This design comes from an exercise in tuning for small area, a short achievable clock period and few clock cycles on the open sky130 flow, not from production work. Where RTL was checked, it was by simulation tests only, not by an equivalence proof against the original. No activity file was given, so power comes from the tool's default toggle rates.

==> umber <==
// kiss_frame_receiver_core
module kiss_frame_receiver_core #(
   parameter  int BUF_DEPTH = kfr_pkg::BUF_DEPTH_DEFAULT,
   localparam int AW        = $clog2(BUF_DEPTH)
) (
   input  logic                        clock,
   input  logic                        reset,
   input  logic                        req_valid,
   output logic                        req_ready,
   input  logic [kfr_pkg::CMD_W-1:0]   req_command,
   input  logic [kfr_pkg::BYTE_W-1:0]  req_rx_byte,
   input  logic [kfr_pkg::INDEX_W-1:0] req_read_index,
   output logic                        rsp_valid,
   input  logic                        rsp_ready,
   output logic                        rsp_frame_ready,
   output logic [kfr_pkg::LEN_W-1:0]   rsp_frame_length,
   output logic [kfr_pkg::BYTE_W-1:0]  rsp_read_data,
   output logic [kfr_pkg::EV_W-1:0]    rsp_event_res
);
clock: 8.5 ns
lec_check: 0
cap_margin: 20
core_margin: 2
core_utilization: 55
cts_cluster_diameter: 60
cts_cluster_size: 24
setup_slack_margin: 5.0
slew_margin: 20
synth_memory_max_bits: 16384
run.sh (not shown) runs the stock make flow with config.mk's settings and CLKGATE_MAP_FILE= SYNTH_SCRIPT=/design/flow/synth_recipe.tcl, a recipe that flattens the netlist after the stock synthesis.
==> xenon (differences from umber) <==
--- a/flow/design.v
+++ b/flow/design.v
@@ -20,30 +20,31 @@
    localparam logic [EV_W-1:0] EV_DISCARD = 2'd2;
 endpackage
 `timescale 1ns / 1ps
 module kfr_frame_mem #(
    localparam int L  = 16,           
    localparam int NR = 32            
 ) (
    input  logic          clock,
-   input  logic [7:0]    wr_hi,      
-   input  logic [7:0]    wr_lo,      
+   input  logic          wr_en,      
+   input  logic          wr_bank,    
+   input  logic [4:0]    wr_ring,    
    input  logic [7:0]    wr_data,
-   input  logic [7:0]    rd_hi,      
-   input  logic [7:0]    rd_lo,      
+   input  logic          rd_bank,    
+   input  logic [4:0]    rd_ring,    
    output logic [7:0]    rd_data
 );
    logic [1:0][NR-1:0][L-1:0][7:0] st;     
    logic [1:0][NR-1:0]             ring_we;
    logic [1:0][NR-1:0]             ring_rd;
    for (genvar b = 0; b < 2; b++) begin : g_bank
       for (genvar r = 0; r < NR; r++) begin : g_ring
-         assign ring_we[b][r] = wr_hi[4*b + r/8] && wr_lo[r%8];
-         assign ring_rd[b][r] = rd_hi[4*b + r/8] && rd_lo[r%8];
+         assign ring_we[b][r] = wr_en && (wr_bank == 1'(b)) && (wr_ring == 5'(r));
+         assign ring_rd[b][r] = (rd_bank == 1'(b)) && (rd_ring == 5'(r));
          always_ff @(posedge clock) begin
             for (int p = 0; p < L - 1; p++) begin
                st[b][r][p] <= st[b][r][p+1];
             end
             st[b][r][L-1] <= ring_we[b][r] ? wr_data : st[b][r][0];
          end
       end
    end
@@ -132,48 +133,43 @@
       end
       if (acc && !(a_free && !s_v_ff)) begin
          s_ff <= req_in;
       end
    end
    logic              held_ff, bank_ff, escf_ff, head_nz_ff;
    logic [AW-1:0]     head_ff;       
    logic [AW-1:0]     hm1_ff;        
-   logic [AW-1:0]     hp1_ff;        
    logic [LEN_W-1:0]  len_ff;        
    logic [1:0][3:0]   hdr0_ff;       
    logic [1:0][13:1]  hdr1_ff;       
    logic [L-1:0]             wq_v_ff;
    logic [L-1:0]             wq_bank_ff;
    logic [L-1:0][4:0]        wq_ring_ff;
    logic [L-1:0][BYTE_W-1:0] wq_data_ff;
    logic [L-1:0]             pb_v_ff;
    logic [L-1:0][BYTE_W-1:0] pb_data_ff;
    logic [AW-1:0]            pb_base_ff;
-   logic [4:0]               pb_base_hi1_ff;    
-   logic                     dr_v_ff;
-   logic [7:0]               dr_hi_ff, dr_lo_ff;
-   logic [BYTE_W-1:0]        dr_data_ff;
-   logic [3:0]               cap_slot_ff;       
-   logic                     cap_blk_ff;        
    logic              is_data, is_fend, is_read, is_rel;
    logic              unesc;
    logic              wr_bank;
    logic [AW-1:0]     wr_addr;
    logic [3:0]        wr_slot;
    logic [4:0]        wr_ring;
    logic [BYTE_W-1:0] wr_data;
    logic              wr_conflict;
    logic              do_write;
    logic [1:0]        hdr_bad;
    logic [AW-1:0]     rd_addr;
    logic [AW-1:0]     rd_off;
    logic              rd_inwin, rd_hit;
+   logic [AW-1:0]     wr_off;
    logic              snoop;
    logic [3:0]        cap_slot;
+   logic [4:0]        cap_ring;
    logic [BYTE_W-1:0] cap_data;
    logic              held_in, bank_in, escf_in;
    logic [AW-1:0]     head_in;
    logic [LEN_W-1:0]  len_in;
    logic [EV_W-1:0]   ev;
    logic [BYTE_W-1:0] rdata;
    logic              flip;
    assign is_data = a_v_ff && a_ff.data;
@@ -181,33 +177,27 @@
    assign is_read = a_v_ff && a_ff.read;
    assign is_rel  = a_v_ff && a_ff.rel;
    assign unesc       = head_nz_ff && escf_ff && a_ff.tf;
    assign wr_bank     = bank_ff ^ held_ff;
    assign wr_addr     = unesc ? hm1_ff : head_ff;
    assign wr_slot     = wr_addr[3:0];
    assign wr_ring     = wr_addr[8:4];
    assign wr_data     = !unesc ? a_ff.byte_v : a_ff.tfend ? FEND : FESC;
-   assign wr_conflict = !unesc && wq_v_ff[head_ff[3:0]] && (head_ff[3:0] != t_ff);
+   assign wr_conflict = wq_v_ff[wr_slot] && (wr_slot != t_ff) &&
+                        ({wq_bank_ff[wr_slot], wq_ring_ff[wr_slot]} != {wr_bank, wr_ring});
    assign do_write    = is_data && !wr_conflict;
    assign rd_addr  = a_ff.ridx;
-   assign rd_off   = rd_addr - pb_base_ff;     
-   assign rd_inwin = (((rd_addr[8:4] == pb_base_ff[8:4]) && (rd_addr[3:0] >= pb_base_ff[3:0])) ||
-                      ((rd_addr[8:4] == pb_base_hi1_ff) && (rd_addr[3:0] < pb_base_ff[3:0])));
+   assign rd_off   = rd_addr - pb_base_ff;
+   assign rd_inwin = (rd_off < AW'(L));
    assign rd_hit   = rd_inwin && pb_v_ff[rd_addr[3:0]];
    assign rdata    = pb_data_ff[rd_addr[3:0]];
-   logic [AW-1:0] rd_addr_p1;
-   assign rd_addr_p1 = rd_addr + 1'b1;
    assign stall = (is_data && wr_conflict) || (is_read && !rd_hit);
-   logic win_head, win_hm1;
-   assign win_head = (((head_ff[8:4] == pb_base_ff[8:4]) && (head_ff[3:0] >= pb_base_ff[3:0])) ||
-                      ((head_ff[8:4] == pb_base_hi1_ff) && (head_ff[3:0] < pb_base_ff[3:0])));
-   assign win_hm1  = (((hm1_ff[8:4] == pb_base_ff[8:4]) && (hm1_ff[3:0] >= pb_base_ff[3:0])) ||
-                      ((hm1_ff[8:4] == pb_base_hi1_ff) && (hm1_ff[3:0] < pb_base_ff[3:0])));
-   assign snoop    = do_write && (wr_bank == bank_ff) && (unesc ? win_hm1 : win_head);
+   assign wr_off = wr_addr - pb_base_ff;
+   assign snoop  = do_write && (wr_bank == bank_ff) && (wr_off < AW'(L));
    for (genvar b = 0; b < 2; b++) begin : g_hdr
       assign hdr_bad[b] = (hdr0_ff[b] != '0) || (hdr1_ff[b] != '0);
    end
    always_comb begin
       held_in = held_ff;
       bank_in = bank_ff;
       escf_in = escf_ff;
       head_in = head_ff;
@@ -227,175 +217,109 @@
                ev      = EV_DISCARD;
             end
          end
       end else if (do_write) begin
          if (unesc) begin
             escf_in = !a_ff.tfend;
          end else begin
             escf_in = a_ff.fesc;
-            head_in = hp1_ff;
+            head_in = head_ff + 1'b1;
          end
       end else if (is_rel && held_ff) begin
          held_in = 1'b0;
          bank_in = !bank_ff;
          len_in  = '0;
          flip    = 1'b1;
       end
    end
    always_ff @(posedge clock) begin
       if (reset) begin
          held_ff    <= 1'b0;
          bank_ff    <= 1'b0;
          escf_ff    <= 1'b0;
          head_ff    <= '0;
          hm1_ff     <= '1;
-         hp1_ff     <= AW'(1);
          head_nz_ff <= 1'b0;
          len_ff     <= '0;
       end else begin
          held_ff    <= held_in;
          bank_ff    <= bank_in;
          escf_ff    <= escf_in;
          head_ff    <= head_in;
-         if (do_write && !unesc) begin
-            hm1_ff     <= head_ff;
-            hp1_ff     <= hp1_ff + 1'b1;
-            head_nz_ff <= (hp1_ff != '0);
-         end else if (is_fend) begin
-            hm1_ff     <= '1;
-            hp1_ff     <= AW'(1);
-            head_nz_ff <= 1'b0;
-         end
+         hm1_ff     <= head_in - 1'b1;
+         head_nz_ff <= (head_in != '0);
          len_ff     <= len_in;
       end
       if (do_write && (wr_addr == '0)) begin
          hdr0_ff[wr_bank] <= wr_data[3:0];
       end
       for (int i = 1; i <= 13; i++) begin
          if (do_write && (wr_addr == AW'(i))) begin
             hdr1_ff[wr_bank][i] <= wr_data[0];
          end
       end
    end
-   logic [7:0] rd_hi, rd_lo;
    kfr_frame_mem u_mem (
       .clock   (clock),
-      .wr_hi   (dr_hi_ff),
-      .wr_lo   (dr_lo_ff),
-      .wr_data (dr_data_ff),
-      .rd_hi   (rd_hi),
-      .rd_lo   (rd_lo),
+      .wr_en   (wq_v_ff[t_ff]),
+      .wr_bank (wq_bank_ff[t_ff]),
+      .wr_ring (wq_ring_ff[t_ff]),
+      .wr_data (wq_data_ff[t_ff]),
+      .rd_bank (bank_ff),
+      .rd_ring (cap_ring),
       .rd_data (cap_data)
    );
-   logic [7:0] cap_hi_ff, cap_lo_ff;
-   logic       cap_skip_ff;
-   logic [4:0] ring_same, ring_inc;
-   logic [3:0] base_lo_inc;
-   logic [4:0] base_hi_inc, base_hi1_inc;
-   logic       seq_hit;
-   assign cap_slot     = cap_slot_ff;
-   assign base_lo_inc  = pb_base_ff[3:0] + 1'b1;
-   assign base_hi_inc  = (pb_base_ff[3:0] == 4'hf) ? pb_base_hi1_ff : pb_base_ff[8:4];
-   assign base_hi1_inc = base_hi_inc + 1'b1;
-   assign ring_same    = (t_ff < pb_base_ff[3:0]) ? pb_base_hi1_ff : pb_base_ff[8:4];
-   assign ring_inc     = (t_ff < base_lo_inc) ? base_hi1_inc : base_hi_inc;
-   assign seq_hit      = is_read && rd_hit && (rd_addr == pb_base_ff);
-   always_ff @(posedge clock) begin
-      for (int i = 0; i < 8; i++) begin
-         cap_hi_ff[i] <= seq_hit ? ({bank_ff, ring_inc[4:3]} == 3'(i))
-                                 : ({bank_ff, ring_same[4:3]} == 3'(i));
-         cap_lo_ff[i] <= seq_hit ? (ring_inc[2:0] == 3'(i)) : (ring_same[2:0] == 3'(i));
-      end
-      cap_skip_ff <= reset || flip || (is_read && !rd_inwin) || (is_read && rd_hit && !seq_hit);
-   end
-   assign rd_hi = cap_hi_ff;
-   assign rd_lo = cap_lo_ff;
-   logic [3:0]        nx_slot;
-   logic              nx_v, nx_bank;
-   logic [4:0]        nx_ring;
-   logic [BYTE_W-1:0] nx_data;
-   assign nx_slot = t_ff + 1'b1;
-   always_comb begin
-      if (do_write && (wr_slot == nx_slot)) begin
-         nx_v    = 1'b1;
-         nx_bank = wr_bank;
-         nx_ring = wr_ring;
-         nx_data = wr_data;
-      end else begin
-         nx_v    = wq_v_ff[nx_slot];
-         nx_bank = wq_bank_ff[nx_slot];
-         nx_ring = wq_ring_ff[nx_slot];
-         nx_data = wq_data_ff[nx_slot];
-      end
-   end
-   always_ff @(posedge clock) begin
-      if (reset) begin
-         dr_v_ff     <= 1'b0;
-         dr_hi_ff    <= '0;
-         cap_slot_ff <= 4'hf;
-         cap_blk_ff  <= 1'b0;
-      end else begin
-         dr_v_ff     <= nx_v;
-         for (int i = 0; i < 8; i++) dr_hi_ff[i] <= nx_v && ({nx_bank, nx_ring[4:3]} == 3'(i));
-         cap_slot_ff <= t_ff;
-         cap_blk_ff  <= do_write && (wr_slot == t_ff);
-      end
-      for (int i = 0; i < 8; i++) dr_lo_ff[i] <= (nx_ring[2:0] == 3'(i));
-      dr_data_ff <= nx_data;
-   end
+   assign cap_slot = t_ff - 1'b1;
+   assign cap_ring = pb_base_ff[8:4] + 5'(cap_slot < pb_base_ff[3:0]);
    always_ff @(posedge clock) begin
       if (reset) begin
          wq_v_ff    <= '0;
          pb_v_ff    <= '0;
          pb_base_ff <= AW'(1);
-         pb_base_hi1_ff <= 5'd1;
       end else begin
          wq_v_ff[t_ff] <= 1'b0;
          if (do_write) begin
             wq_v_ff[wr_slot] <= 1'b1;
          end
          if (flip) begin
             pb_v_ff    <= '0;
             pb_base_ff <= AW'(1);
-            pb_base_hi1_ff <= 5'd1;
          end else if (is_read && !rd_inwin) begin
             pb_v_ff    <= '0;
             pb_base_ff <= rd_addr;
-            pb_base_hi1_ff <= rd_addr[8:4] + 1'b1;
          end else begin
             if (is_read && rd_hit) begin
                for (int k = 0; k < L; k++) begin
                   if (4'(4'(k) - pb_base_ff[3:0]) <= rd_off[3:0]) begin
                      pb_v_ff[k] <= 1'b0;
                   end
                end
-               pb_base_ff <= rd_addr_p1;
-               pb_base_hi1_ff <= rd_addr_p1[8:4] + 1'b1;
-               if (!cap_blk_ff && !cap_skip_ff &&
+               pb_base_ff <= rd_addr + 1'b1;
+               if (!wq_v_ff[cap_slot] &&
                    (4'(cap_slot - pb_base_ff[3:0]) > rd_off[3:0])) begin
                   pb_v_ff[cap_slot] <= 1'b1;
                end
-            end else if (!cap_blk_ff && !cap_skip_ff) begin
+            end else if (!wq_v_ff[cap_slot]) begin
                pb_v_ff[cap_slot] <= 1'b1;
             end
             if (snoop) begin
                pb_v_ff[wr_slot] <= 1'b1;
             end
          end
       end
       if (do_write) begin
          wq_bank_ff[wr_slot] <= wr_bank;
          wq_ring_ff[wr_slot] <= wr_ring;
          wq_data_ff[wr_slot] <= wr_data;
       end
       if (snoop) begin
          pb_data_ff[wr_slot] <= wr_data;
       end
-      if (!cap_blk_ff && !cap_skip_ff && !(snoop && (wr_slot == cap_slot))) begin
+      if (!wq_v_ff[cap_slot] && !(snoop && (wr_slot == cap_slot))) begin
          pb_data_ff[cap_slot] <= cap_data;
       end
    end
    logic [RW-1:0]     push_word;
    logic [RW-1:0]     rsp_ff;
    logic              rsp_valid_ff;
    logic [RW-1:0]     sk_ff [NS];
    logic              sk_wp_ff, sk_rp_ff;
@@ -431,15 +355,15 @@
          end
          sk_cnt_ff <= sk_cnt_ff + 2'(to_sk) - 2'(from_sk);
          cnt_ff    <= cnt_in;
          ready_ff  <= !s_v_in && (cnt_in < 2'(K));
       end
       if (take) begin
          rsp_ff <= from_sk ? sk_ff[sk_rp_ff] : push_word;
       end
-      if (a_v_ff && !(take && (sk_cnt_ff == '0))) begin
+      if (to_sk) begin
          sk_ff[sk_wp_ff] <= push_word;
       end
    end
    assign rsp_valid = rsp_valid_ff;
    assign {rsp_frame_ready, rsp_frame_length, rsp_read_data, rsp_event_res} = rsp_ff;
 endmodule
ABC_CLOCK_PERIOD_IN_PS = 2500   (was unset)
CORE_UTILIZATION = 45   (was 55)
==> results by group <==
Critical path
  • Worst setup startpoint: t_ff[0]
  • Slowest cell on the critical path: sky130_fd_sc_hd__or4_4

Global route
  • Largest net degree at the start of global routing: 65
  • Met2 Track Usage GR: 30.7%

Timing
  • Clock skew after layout: 103 ps

Logic synthesis
  • Top cell type's share of synthesized area: 82.8%
  • Synth Area in Simple Gates: 3.49%
  • Seq/Total Area, Yosys: 87.8%

Routing
  • DRC violation total after the first TritonRoute iteration: 7838
  • Via density per instance: 4.71

Pwr
  • Areal power density over the cells: 297 nW/um^2

Min path
  • Hold worst-path end: u_mem.st[336]

Die
  • Num tapcells: 5976

Status
  • Status: no timing/DRC/antenna violations
(the above is from xenon)
==> results by group <==
Status
  • Status: no timing/DRC/antenna violations

Routing
  • DRC violation total after the first TritonRoute iteration: 6820
  • Via density per instance: 4.95

Min path
  • Hold worst-path end: u_mem.st[773]

Critical path
  • Internal reg-to-reg setup slack: 5000 ps
  • Worst setup startpoint: cap_hi_ff[4]
  • Slowest cell on the critical path: sky130_fd_sc_hd__nor4b_4

Layout
  • Final-layout clock buffer total: 561
  • Area of the multi-input gates: 25000 um^2

Global route
  • Largest net degree at the start of global routing: 88
  • Met2 Track Usage GR: 35.0%

Logic synthesis
  • Top cell type's share of synthesized area: 82.5%
  • Seq/Total Area, Yosys: 87.5%
  • Synth Area in Simple Gates: 2.27%

Die
  • Num tapcells: 4972

Timing
  • Clock skew after layout: 75.6 ps

Clock tree
  • Clock-pin slew on the worst setup and hold paths: 90 ps

Pwr
  • Areal power density over the cells: 305 nW/um^2
(the above is from umber)
Testbench counts of umber, summed over its fixed seeds: cycles 36,226.
The RTL of xenon was laid out without a check of its function.

==> re-timing with driven ports <==
No port has a modelled driver above. Below, the same layouts with a new extraction and two added sets of constraints.
Step 1 sets driving cells, clkbuf_16 on the clock port and buf_2 on the other inputs (assumed; they add their load-dependent delay and slew).
Step 2 moves the port delays by t, midway between the first and last clock arrival at a register: inputs arrive t later, outputs are due t later. That takes back most of the time a late clock gives input paths.
a / b / c = no drivers / after step 1 / after step 2; a / b = the first two.
run	t, ns	setup WS [ns]	hold WS [ns]	worst slew at a driven data input, ns
umber	1.111	4.996 / 4.958 / 4.176	0.298 / 0.298 / 0.298	0.04
xenon	1.110	3.521 / 3.521 / 3.521	0.275 / 0.275 / 0.275	0.03
After both steps setup and hold are still met in every run listed. The setup slack of umber, which loses most, moves by -0.038 ns with the drivers and by -0.820 ns with both steps.
